From an optimization exercise on the open Yosys and OpenROAD flow, aimed at small area and a short achievable clock period; shortcuts taken in it are not production practice.
Where RTL was checked, it was by simulation tests only, not by an equivalence proof against the original.
Power figures rest on the tool's default switching activity, not on a simulated workload.

==> run a <==
// pccore_top
module pccore_top (
    input  logic                      clk,
    input  logic                      arst_n,
    input  logic                      psel,
    input  logic                      penable,
    input  logic                      pwrite,
    input  logic [12-1:0]  paddr,
    input  logic [8-1:0]  pwdata,
    output logic [8-1:0]  prdata,
    output logic                      pready,
    output logic                      pslverr
);
==> module pccore_top, before the edit <==
module pccore_top (
    input  logic                      clk,
    input  logic                      arst_n,
    input  logic                      psel,
    input  logic                      penable,
    input  logic                      pwrite,
    input  logic [12-1:0]  paddr,
    input  logic [8-1:0]  pwdata,
    output logic [8-1:0]  prdata,
    output logic                      pready,
    output logic                      pslverr
);
    localparam int NS = 9;
    localparam int NB = (8 - 2);          
    logic [2:0] cnt;
    logic       setup;
    logic       map_q;                            
    logic       start;                            
    assign setup = psel && !penable;
    assign start = setup && (cnt == 3'd0 || cnt[2:1] == 2'b11);
    always_ff @(posedge clk or negedge arst_n) begin
        if (!arst_n) begin
            cnt     <= 3'd0;
            pready  <= 1'b0;
            pslverr <= 1'b0;
        end else begin
            case (cnt)
                3'd0, 3'd6, 3'd7: cnt <= setup ? 3'd1 : 3'd0;
                3'd1:             cnt <= 3'd2;
                3'd2:             cnt <= 3'd3;
                3'd3:             cnt <= map_q ? 3'd4 : 3'd0;
                3'd4:             cnt <= 3'd5;
                default:          cnt <= 3'd6;
            endcase
            pready  <= (cnt == 3'd4 && map_q) || (cnt == 3'd2 && !map_q);
            pslverr <= cnt == 3'd2 && !map_q;
        end
    end
    logic [2:0] ph;
    logic [2:0] ph_n;                             
    assign ph_n = {ph[1:0], ~ph[2]};
    logic swept;
    logic swept_n;
    assign swept_n = swept || ph == 3'b100;
    always_ff @(posedge clk or negedge arst_n) begin
        if (!arst_n) begin
            ph    <= 3'd0;
            swept <= 1'b0;
        end else begin
            ph    <= ph_n;
            swept <= swept_n;
        end
    end
    logic [2:0] code;                             
    logic       scr;                              
    logic       wwin;                             
    logic       rwin;                             
    assign code = {paddr[2] & (paddr[1] | ~paddr[0]),
                   paddr[1] & (paddr[2] |  paddr[0]),
                   paddr[0]};
    assign scr  = (paddr[7:3] == 5'd0) && (paddr[2:1] != 2'd0);
    assign wwin = start || (cnt != 3'd0 && cnt[2:1] != 2'b11);
    assign rwin = start || (cnt != 3'd0 && !cnt[2]);
    logic [NS-1:0]            hit_nq;             
    logic [8-1:0] wd_q;               
    logic                     weq_nq;             
    logic                     req0_nq;            
    logic                     req2_nq;            
    logic                     idq_q;              
    always_ff @(posedge clk) begin
        for (int s = 0; s < NS; s++)
            hit_nq[s] <= paddr[11:8] != 4'(s);
        wd_q    <= pwdata;
        map_q   <= !paddr[11] || (paddr[10:8] == 3'd0) ? (paddr[7:3] == 5'd0) : 1'b0;
        weq_nq  <= !(wwin && pwrite && scr && (code == ph_n));
        req0_nq <= !(rwin && !pwrite && scr && swept_n && (code == ph_n));
        req2_nq <= !(rwin && !pwrite && scr && swept_n &&
                     (code == {ph_n[0], ~ph_n[2], ~ph_n[1]}));
        idq_q   <= start && !pwrite && (paddr[7:0] == 8'd0);
    end
    logic [8-1:0] ring [NS][NB];
    logic [2*NS-1:0]          rsel;               
    logic [2*NS-1:0]          rtap [8];  
    logic [8-1:0] rd_val;             
    for (genvar b = 0; b < 8; b++) begin : g_rd
        logic [2*NS/3-1:0] grp_n;
        for (genvar g = 0; g < 2*NS/3; g++) begin : g_grp
            pc_aoi3 u_aoi (.sel(rsel[3*g +: 3]), .d(rtap[b][3*g +: 3]), .y_n(grp_n[g]));
        end
        assign rd_val[b] = ~&grp_n;
    end
    for (genvar s = 0; s < NS; s++) begin : g_ring
        logic wsel;
        logic sel0;
        logic sel2;
        assign wsel = !(hit_nq[s] || weq_nq);
        assign sel0 = !(hit_nq[s] || req0_nq);
        assign sel2 = !(hit_nq[s] || req2_nq);
        logic [8-1:0] ring_in;
        logic keep;
        assign keep = swept && !wsel;
        for (genvar b = 0; b < 8; b++) begin : g_in
            pc_ao22 u_in (.a1(wsel), .a2(wd_q[b]), .b1(keep), .b2(ring[s][0][b]), .y(ring_in[b]));
        end
        always_ff @(posedge clk) begin
            for (int k = 0; k < NB - 1; k++)
                ring[s][k] <= ring[s][k+1];
            ring[s][NB-1] <= ring_in;
        end
        assign rsel[2*s]   = sel0;
        assign rsel[2*s+1] = sel2;
        for (genvar b = 0; b < 8; b++) begin : g_tap
            assign rtap[b][2*s]   = ring[s][0][b];
            assign rtap[b][2*s+1] = ring[s][2][b];
        end
    end
    localparam logic [NS*8-1:0] ID_LO = {8'h26, 8'h1e, 8'h08, 8'h29, 8'h1d,
                                         8'h1a, 8'h1b, 8'h24, 8'h2f};
    logic [7:0] id_lo;
    always_comb begin
        id_lo = 8'h00;
        for (int s = 0; s < NS; s++)
            id_lo |= {8{!hit_nq[s]}} & ID_LO[s*8 +: 8];
    end
    always_ff @(posedge clk) begin
        prdata <= ((cnt == 3'd1) ? 8'h00 : prdata) | rd_val |
                  ({8{idq_q}} & id_lo);
    end
endmodule
==> module pc_ao22, before the edit <==
module pc_ao22 (
    input  logic a1,
    input  logic a2,
    input  logic b1,
    input  logic b2,
    output logic y
);
    assign y = (a1 & a2) | (b1 & b2);
endmodule
==> module pc_aoi3, before the edit <==
module pc_aoi3 (
    input  logic [2:0] sel,
    input  logic [2:0] d,
    output logic       y_n
);
    assign y_n = ~|(sel & d);
endmodule
Settings: LEC_CHECK=0, CAP_MARGIN=20, CORE_MARGIN=2, CORE_UTILIZATION=82, CTS_BUF_LIST=sky130_fd_sc_hd__clkbuf_8 sky130_fd_sc_hd__clkbuf_16, CTS_CLUSTER_DIAMETER=100, CTS_CLUSTER_SIZE=30, SETUP_SLACK_MARGIN=3.2, SLEW_MARGIN=20, SYNTH_HIERARCHICAL=1, SYNTH_MINIMUM_KEEP_SIZE=0; clock period 5.0 ns.
run.sh (not shown) runs the stock make flow with config.mk's settings and CLKGATE_MAP_FILE= SYNTH_SCRIPT=/design/flow/synth_recipe.tcl, a recipe that flattens the netlist after the stock synthesis.
==> run b: changes against run a <==
==> flow/design.v (replaced) <==
`timescale 1ns/1ps
module pccore_top (
    input  logic                      clk,
    input  logic                      arst_n,
    input  logic                      psel,
    input  logic                      penable,
    input  logic                      pwrite,
    input  logic [12-1:0]  paddr,
    input  logic [8-1:0]  pwdata,
    output logic [8-1:0]  prdata,
    output logic                      pready,
    output logic                      pslverr
);
    localparam int NS = 9;
    localparam int NB = (8 - 2);          
    logic [2:0] cnt;
    logic       setup;
    logic       map_q;                            
    logic       start;                            
    assign setup = psel && !penable;
    assign start = setup && (cnt == 3'd0 || cnt[2:1] == 2'b11);
    always_ff @(posedge clk or negedge arst_n) begin
        if (!arst_n) begin
            cnt     <= 3'd0;
            pready  <= 1'b0;
            pslverr <= 1'b0;
        end else begin
            case (cnt)
                3'd0, 3'd6, 3'd7: cnt <= setup ? 3'd1 : 3'd0;
                3'd3:             cnt <= map_q ? 3'd4 : 3'd0;
                default:          cnt <= cnt + 3'd1;
            endcase
            pready  <= (cnt == 3'd4 && map_q) || (cnt == 3'd2 && !map_q);
            pslverr <= cnt == 3'd2 && !map_q;
        end
    end
    logic [2:0] ph;
    logic [2:0] ph_n;                             
    assign ph_n = {ph[1:0], ~ph[2]};
    always_ff @(posedge clk or negedge arst_n) begin
        if (!arst_n) ph <= 3'd0;
        else         ph <= ph_n;
    end
    logic [2:0] code;                             
    logic       scr;                              
    logic       wwin;                             
    logic       rwin;                             
    assign code = {paddr[2] & (paddr[1] | ~paddr[0]),
                   paddr[1] & (paddr[2] |  paddr[0]),
                   paddr[0]};
    assign scr  = (paddr[7:3] == 5'd0) && (paddr[2:1] != 2'd0);
    assign wwin = start || (cnt != 3'd0 && cnt[2:1] != 2'b11);
    assign rwin = start || (cnt != 3'd0 && !cnt[2]);
    logic [NS-1:0]            hit_q;              
    logic [8-1:0] wd_q;               
    logic                     weq_q;              
    logic                     req0_q;             
    logic                     req2_q;             
    logic                     idq_q;              
    logic                     vset_q;             
    always_ff @(posedge clk) begin
        for (int s = 0; s < NS; s++)
            hit_q[s] <= paddr[11:8] == 4'(s);
        wd_q   <= pwdata;
        map_q  <= !paddr[11] || (paddr[10:8] == 3'd0) ? (paddr[7:3] == 5'd0) : 1'b0;
        weq_q  <= wwin && pwrite && scr && (code == ph_n);
        req0_q <= rwin && !pwrite && scr && (code == ph_n);
        req2_q <= rwin && !pwrite && scr && (code == {ph_n[0], ~ph_n[2], ~ph_n[1]});
        idq_q  <= start && !pwrite && (paddr[7:0] == 8'd0);
        vset_q <= cnt == 3'd5 && pwrite && scr;
    end
    logic [8-1:0] ring [NS][NB];
    logic [NS-1:0]            valid;
    logic [8-1:0] rd_or [NS+1];
    assign rd_or[0] = '0;
    for (genvar s = 0; s < NS; s++) begin : g_ring
        logic wsel;
        logic sel0;
        logic sel2;
        assign wsel = hit_q[s] && weq_q;
        assign sel0 = hit_q[s] && req0_q && valid[s];
        assign sel2 = hit_q[s] && req2_q && valid[s];
        always_ff @(posedge clk) begin
            for (int k = 0; k < NB - 1; k++)
                ring[s][k] <= ring[s][k+1];
            ring[s][NB-1] <= wsel ? wd_q : (valid[s] ? ring[s][0] : '0);
        end
        always_ff @(posedge clk or negedge arst_n) begin
            if (!arst_n)                  valid[s] <= 1'b0;
            else if (hit_q[s] && vset_q)  valid[s] <= 1'b1;
        end
        assign rd_or[s+1] = rd_or[s] | ({8{sel0}} & ring[s][0])
                                     | ({8{sel2}} & ring[s][2]);
    end
    localparam logic [NS*8-1:0] ID_LO = {8'h26, 8'h1e, 8'h08, 8'h29, 8'h1d,
                                         8'h1a, 8'h1b, 8'h24, 8'h2f};
    logic [7:0] id_lo;
    always_comb begin
        id_lo = 8'h00;
        for (int s = 0; s < NS; s++)
            id_lo |= {8{hit_q[s]}} & ID_LO[s*8 +: 8];
    end
    always_ff @(posedge clk) begin
        prdata <= ((cnt == 3'd1) ? 8'h00 : prdata) | rd_or[NS] |
                  ({8{idq_q}} & id_lo);
    end
endmodule
==> flow/config.mk (replaced) <==
export PLATFORM = sky130hd
export DESIGN_NAME = pccore_top
export DESIGN_NICKNAME = pccore_top
export VERILOG_FILES = /design/flow/design.v
export SDC_FILE = /design/flow/constraint.sdc
export NUM_CORES = 4
export LEC_CHECK = 0
export CAP_MARGIN = 20
export CORE_MARGIN = 2
export CORE_UTILIZATION = 60
export CTS_BUF_LIST = sky130_fd_sc_hd__clkbuf_4 sky130_fd_sc_hd__clkbuf_8 sky130_fd_sc_hd__clkbuf_16
export CTS_CLUSTER_DIAMETER = 100
export CTS_CLUSTER_SIZE = 30
export SETUP_SLACK_MARGIN = 3.2
export SLEW_MARGIN = 20
==> summary of the runs <==
Run b finished clean. Run a died in 4_1_cts on DPL-0033.
Synthesized cell count: run b is larger than run a (36%).
Synthesized area: run b is higher than run a (9.6%).
==> figures <==
metric	run b	run a
Result of the run	timing/DRC/antenna clean	stopped before the end
Last stage reached	-	4_1_cts
Starting density of the core	61.59%	83.08%
Fraction of the yosys area taken by sequential cells	77.29%	82.80%
Ys Warns	3	11
Post-synthesis cell area	0.01254 mm^2	0.01144 mm^2
X dimension of the die	148.6 um	122.1 um
CTS Sinks	480	471
Cell count after synthesis	1,012	745
Simple-gate area share of the yosys netlist	10.09%	4.975%
Final weighted congestion in routability-driven placement	0.8241	0.9015
Post-Place Setup Slack	2.429 ns	2.465 ns
Synthesized netlist net count	1,043	770
Post-synthesis share of cell area spent on full adders, half adders and majority gates	0.5985%	0%
Placement row count	52	43
Cells after DPL	1,259	949
Number of synthesized register bits	480	471
Function was not checked in any run of this note: the RTL went through the layout flow alone.

* * *

==> inputs of trial 37 <==
pccore_top, a different RTL version from the one above (not shown whole).
## pccore_top
module pccore_top (
    input  logic                      clk,
    input  logic                      arst_n,
    input  logic                      psel,
    input  logic                      penable,
    input  logic                      pwrite,
    input  logic [12-1:0]  paddr,
    input  logic [8-1:0]  pwdata,
    output logic [8-1:0]  prdata,
    output logic                      pready,
    output logic                      pslverr
);
==> module pccore_top, before the edit <==
module pccore_top (
    input  logic                      clk,
    input  logic                      arst_n,
    input  logic                      psel,
    input  logic                      penable,
    input  logic                      pwrite,
    input  logic [12-1:0]  paddr,
    input  logic [8-1:0]  pwdata,
    output logic [8-1:0]  prdata,
    output logic                      pready,
    output logic                      pslverr
);
    localparam int NS = 9;
    localparam int NB = (8 - 2);          
    logic [2:0] cnt;
    logic       setup;
    logic       map_q;                            
    assign setup = psel && !penable;
    always_ff @(posedge clk or negedge arst_n) begin
        if (!arst_n) begin
            cnt     <= 3'd0;
            pready  <= 1'b0;
            pslverr <= 1'b0;
        end else begin
            case (cnt)
                3'd0, 3'd6: cnt <= setup ? 3'd1 : 3'd0;
                3'd3:       cnt <= map_q ? 3'd4 : 3'd0;
                3'd7:       cnt <= 3'd0;
                default:    cnt <= cnt + 3'd1;
            endcase
            pready  <= (cnt == 3'd4 && map_q) || (cnt == 3'd2 && !map_q);
            pslverr <= cnt == 3'd2 && !map_q;
        end
    end
    logic [3:0]               slot_q;
    logic [2:0]               reg_q;
    logic                     wr_q;
    logic [8-1:0] wd_q;
    always_ff @(posedge clk) begin
        slot_q <= paddr[11:8];
        reg_q  <= paddr[2:0];
        wr_q   <= pwrite;
        wd_q   <= pwdata;
        map_q  <= (paddr[11:8] < 4'(NS)) && (paddr[7:3] == 5'd0);
    end
    logic [2:0] ph;
    always_ff @(posedge clk or negedge arst_n) begin
        if (!arst_n) ph <= 3'd0;
        else         ph <= {ph[1:0], ~ph[2]};
    end
    logic [2:0] code;
    assign code = {reg_q[2] & (reg_q[1] | ~reg_q[0]),
                   reg_q[1] & (reg_q[2] |  reg_q[0]),
                   reg_q[0]};
    logic eq0;                                    
    logic eq2;                                    
    assign eq0 = code == ph;
    assign eq2 = code == {ph[0], ~ph[2], ~ph[1]};
    logic scr;                                    
    logic wr_ok;                                  
    logic rd_ok;                                  
    logic id_rd;                                  
    assign scr   = map_q && (reg_q[2:1] != 2'd0);
    assign wr_ok = wr_q && scr && (cnt != 3'd0) && (cnt != 3'd7);
    assign rd_ok = !wr_q && scr && (cnt != 3'd0) && (cnt <= 3'd4);
    assign id_rd = !wr_q && map_q && (reg_q == 3'd0) && (cnt == 3'd1);
    logic [8-1:0] ring [NS][NB];
    logic [NS-1:0]            valid;
    logic [8-1:0] rd_or [NS+1];
    assign rd_or[0] = '0;
    for (genvar s = 0; s < NS; s++) begin : g_ring
        logic hit;
        logic wsel;
        logic sel0;
        logic sel2;
        assign hit  = slot_q == 4'(s);
        assign wsel = wr_ok && hit && eq0;
        assign sel0 = rd_ok && hit && eq0 && valid[s];
        assign sel2 = rd_ok && hit && eq2 && valid[s];
        always_ff @(posedge clk) begin
            for (int k = 0; k < NB - 1; k++)
                ring[s][k] <= ring[s][k+1];
            ring[s][NB-1] <= wsel ? wd_q : (valid[s] ? ring[s][0] : '0);
        end
        always_ff @(posedge clk or negedge arst_n) begin
            if (!arst_n)                        valid[s] <= 1'b0;
            else if (wr_ok && hit && cnt == 3'd6) valid[s] <= 1'b1;
        end
        assign rd_or[s+1] = rd_or[s] | ({8{sel0}} & ring[s][0])
                                     | ({8{sel2}} & ring[s][2]);
    end
    logic [7:0] id_lo;
    always_comb begin
        case (slot_q)
            4'h0:    id_lo = 8'h2f;
            4'h1:    id_lo = 8'h24;
            4'h2:    id_lo = 8'h1b;
            4'h3:    id_lo = 8'h1a;
            4'h4:    id_lo = 8'h1d;
            4'h5:    id_lo = 8'h29;
            4'h6:    id_lo = 8'h08;
            4'h7:    id_lo = 8'h1e;
            4'h8:    id_lo = 8'h26;
            default: id_lo = 8'h00;
        endcase
    end
    always_ff @(posedge clk) begin
        prdata <= ((cnt == 3'd1) ? 8'h00 : prdata) | rd_or[NS] |
                  ({8{id_rd}} & id_lo);
    end
endmodule
Settings: LEC_CHECK=0, CAP_MARGIN=20, CORE_MARGIN=2, CORE_UTILIZATION=40, SLEW_MARGIN=20; clock period 5.0 ns.
==> trial 78: changes against trial 37 <==
==> flow/design.v (replaced) <==
`timescale 1ns/1ps
module pccore_top (
    input  logic                      clk,
    input  logic                      arst_n,
    input  logic                      psel,
    input  logic                      penable,
    input  logic                      pwrite,
    input  logic [12-1:0]  paddr,
    input  logic [8-1:0]  pwdata,
    output logic [8-1:0]  prdata,
    output logic                      pready,
    output logic                      pslverr
);
    localparam int NS = 9;
    localparam int NB = (8 - 2);          
    logic [2:0] cnt;
    logic       setup;
    logic       map_q;                            
    logic       start;                            
    assign setup = psel && !penable;
    assign start = setup && (cnt == 3'd0 || cnt[2:1] == 2'b11);
    always_ff @(posedge clk or negedge arst_n) begin
        if (!arst_n) begin
            cnt     <= 3'd0;
            pready  <= 1'b0;
            pslverr <= 1'b0;
        end else begin
            case (cnt)
                3'd0, 3'd6, 3'd7: cnt <= setup ? 3'd1 : 3'd0;
                3'd3:             cnt <= map_q ? 3'd4 : 3'd0;
                default:          cnt <= cnt + 3'd1;
            endcase
            pready  <= (cnt == 3'd4 && map_q) || (cnt == 3'd2 && !map_q);
            pslverr <= cnt == 3'd2 && !map_q;
        end
    end
    logic [2:0] ph;
    logic [2:0] ph_n;                             
    assign ph_n = {ph[1:0], ~ph[2]};
    always_ff @(posedge clk or negedge arst_n) begin
        if (!arst_n) ph <= 3'd0;
        else         ph <= ph_n;
    end
    logic [2:0] code;                             
    logic       scr;                              
    logic       wwin;                             
    logic       rwin;                             
    assign code = {paddr[2] & (paddr[1] | ~paddr[0]),
                   paddr[1] & (paddr[2] |  paddr[0]),
                   paddr[0]};
    assign scr  = (paddr[7:3] == 5'd0) && (paddr[2:1] != 2'd0);
    assign wwin = start || (cnt != 3'd0 && cnt[2:1] != 2'b11);
    assign rwin = start || (cnt != 3'd0 && !cnt[2]);
    logic [NS-1:0]            hit_q;              
    logic [8-1:0] wd_q;               
    logic                     weq_q;              
    logic                     req0_q;             
    logic                     req2_q;             
    logic                     idq_q;              
    logic                     vset_q;             
    always_ff @(posedge clk) begin
        for (int s = 0; s < NS; s++)
            hit_q[s] <= paddr[11:8] == 4'(s);
        wd_q   <= pwdata;
        map_q  <= !paddr[11] || (paddr[10:8] == 3'd0) ? (paddr[7:3] == 5'd0) : 1'b0;
        weq_q  <= wwin && pwrite && scr && (code == ph_n);
        req0_q <= rwin && !pwrite && scr && (code == ph_n);
        req2_q <= rwin && !pwrite && scr && (code == {ph_n[0], ~ph_n[2], ~ph_n[1]});
        idq_q  <= start && !pwrite && (paddr[7:0] == 8'd0);
        vset_q <= cnt == 3'd5 && pwrite && scr;
    end
    logic [8-1:0] ring [NS][NB];
    logic [NS-1:0]            valid;
    logic [8-1:0] rd_or [NS+1];
    assign rd_or[0] = '0;
    for (genvar s = 0; s < NS; s++) begin : g_ring
        logic wsel;
        logic sel0;
        logic sel2;
        assign wsel = hit_q[s] && weq_q;
        assign sel0 = hit_q[s] && req0_q && valid[s];
        assign sel2 = hit_q[s] && req2_q && valid[s];
        always_ff @(posedge clk) begin
            for (int k = 0; k < NB - 1; k++)
                ring[s][k] <= ring[s][k+1];
            ring[s][NB-1] <= wsel ? wd_q : (valid[s] ? ring[s][0] : '0);
        end
        always_ff @(posedge clk or negedge arst_n) begin
            if (!arst_n)                  valid[s] <= 1'b0;
            else if (hit_q[s] && vset_q)  valid[s] <= 1'b1;
        end
        assign rd_or[s+1] = rd_or[s] | ({8{sel0}} & ring[s][0])
                                     | ({8{sel2}} & ring[s][2]);
    end
    localparam logic [NS*8-1:0] ID_LO = {8'h26, 8'h1e, 8'h08, 8'h29, 8'h1d,
                                         8'h1a, 8'h1b, 8'h24, 8'h2f};
    logic [7:0] id_lo;
    always_comb begin
        id_lo = 8'h00;
        for (int s = 0; s < NS; s++)
            id_lo |= {8{hit_q[s]}} & ID_LO[s*8 +: 8];
    end
    always_ff @(posedge clk) begin
        prdata <= ((cnt == 3'd1) ? 8'h00 : prdata) | rd_or[NS] |
                  ({8{idq_q}} & id_lo);
    end
endmodule
Settings changed: CORE_UTILIZATION 40 to 55, CTS_BUF_LIST set to sky130_fd_sc_hd__clkbuf_4 sky130_fd_sc_hd__clkbuf_8, CTS_CLUSTER_SIZE set to 25, SETUP_SLACK_MARGIN set to 2.8.
==> run summary <==
quantity	trial 78	trial 37
Largest fanout on the critical path	13	22
Detailed-route via count	7261	7419
Critical path depth in cells	4	5
Cell internal pwr	5870 uW	6340 uW
Arrival time at the worst endpoint	2.62 ns	3.35 ns
Net count, final	1093	1059
Synthesized area per cell	12.4 um2	13.8 um2
Final instance area	14600 um2	15900 um2
Run status	complete, no violations	complete, no violations
Detail Placement HPWL	17200 um	20400 um
Clock net power	3330 uW	3820 uW
Global-route wire length before repair	41600 um	47600 um
Setup slack of the critical path after layout	2.82 ns	2.07 ns
Clock tree root driver cell	clkbuf_8	clkbuf_16
Fmax	459 MHz	342 MHz
Filler cell count	1736	2880
Syn Inst Count	1012	972
Adder and majority gate portion of the synthesized area	0.599%	1.03%
Sequential-cell power consumption	3890 uW	3900 uW
Power consumed by combinational cells	160 uW	224 uW
Area fraction in compound gates after synthesis	9.84%	5.83%
Number of rows created at floorplan	55	66
Met3 Wirelength	1270 um	2250 um
Synthesis-to-layout area growth	16.3%	18.6%
Least-Margin Pin Slew	0.950 ns	1.08 ns
No functional check of the RTL was part of trial 78.

afterwards: timing with drivers on the ports:
The flow's constraints put no driver on any port. The routed layouts listed below were extracted and timed again, unchanged, in two steps. Step 1 sets driving cells, clkbuf_16 on the clock port and buf_2 on the other inputs (assumed; they add their load-dependent delay and slew). Step 2 adds t to the input delays and takes it off the output delays; t is the mean of the earliest and latest rising clock arrival at the registers after step 1. Input paths then give back, and output paths get back, about the clock's delay inside the block. Slacks: no drivers / after step 1 / after step 2; pairs: no drivers / after step 1.
| run | shift t [ns] | slack for setup (ns) | worst setup path at the end | slew at the worst register clock pin (ns) | worst data-port slew with drivers (ns) |
|---|---|---|---|---|---|
| run b | 0.576 | 2.959 / 2.910 / 2.748 | input to register | 0.11 / 0.11 | 0.04 |
| trial 37 | 0.587 | 2.073 / 2.073 / 2.073 | register to register | 0.06 / 0.06 | 0.04 |
| trial 78 | 0.607 | 2.822 / 2.798 / 2.425 | input to register | 0.07 / 0.07 | 0.04 |
After both steps every run listed still meets setup and hold. For trial 78, which loses most, drivers alone change the setup slack by -0.024 ns; drivers and shift together by -0.397 ns.
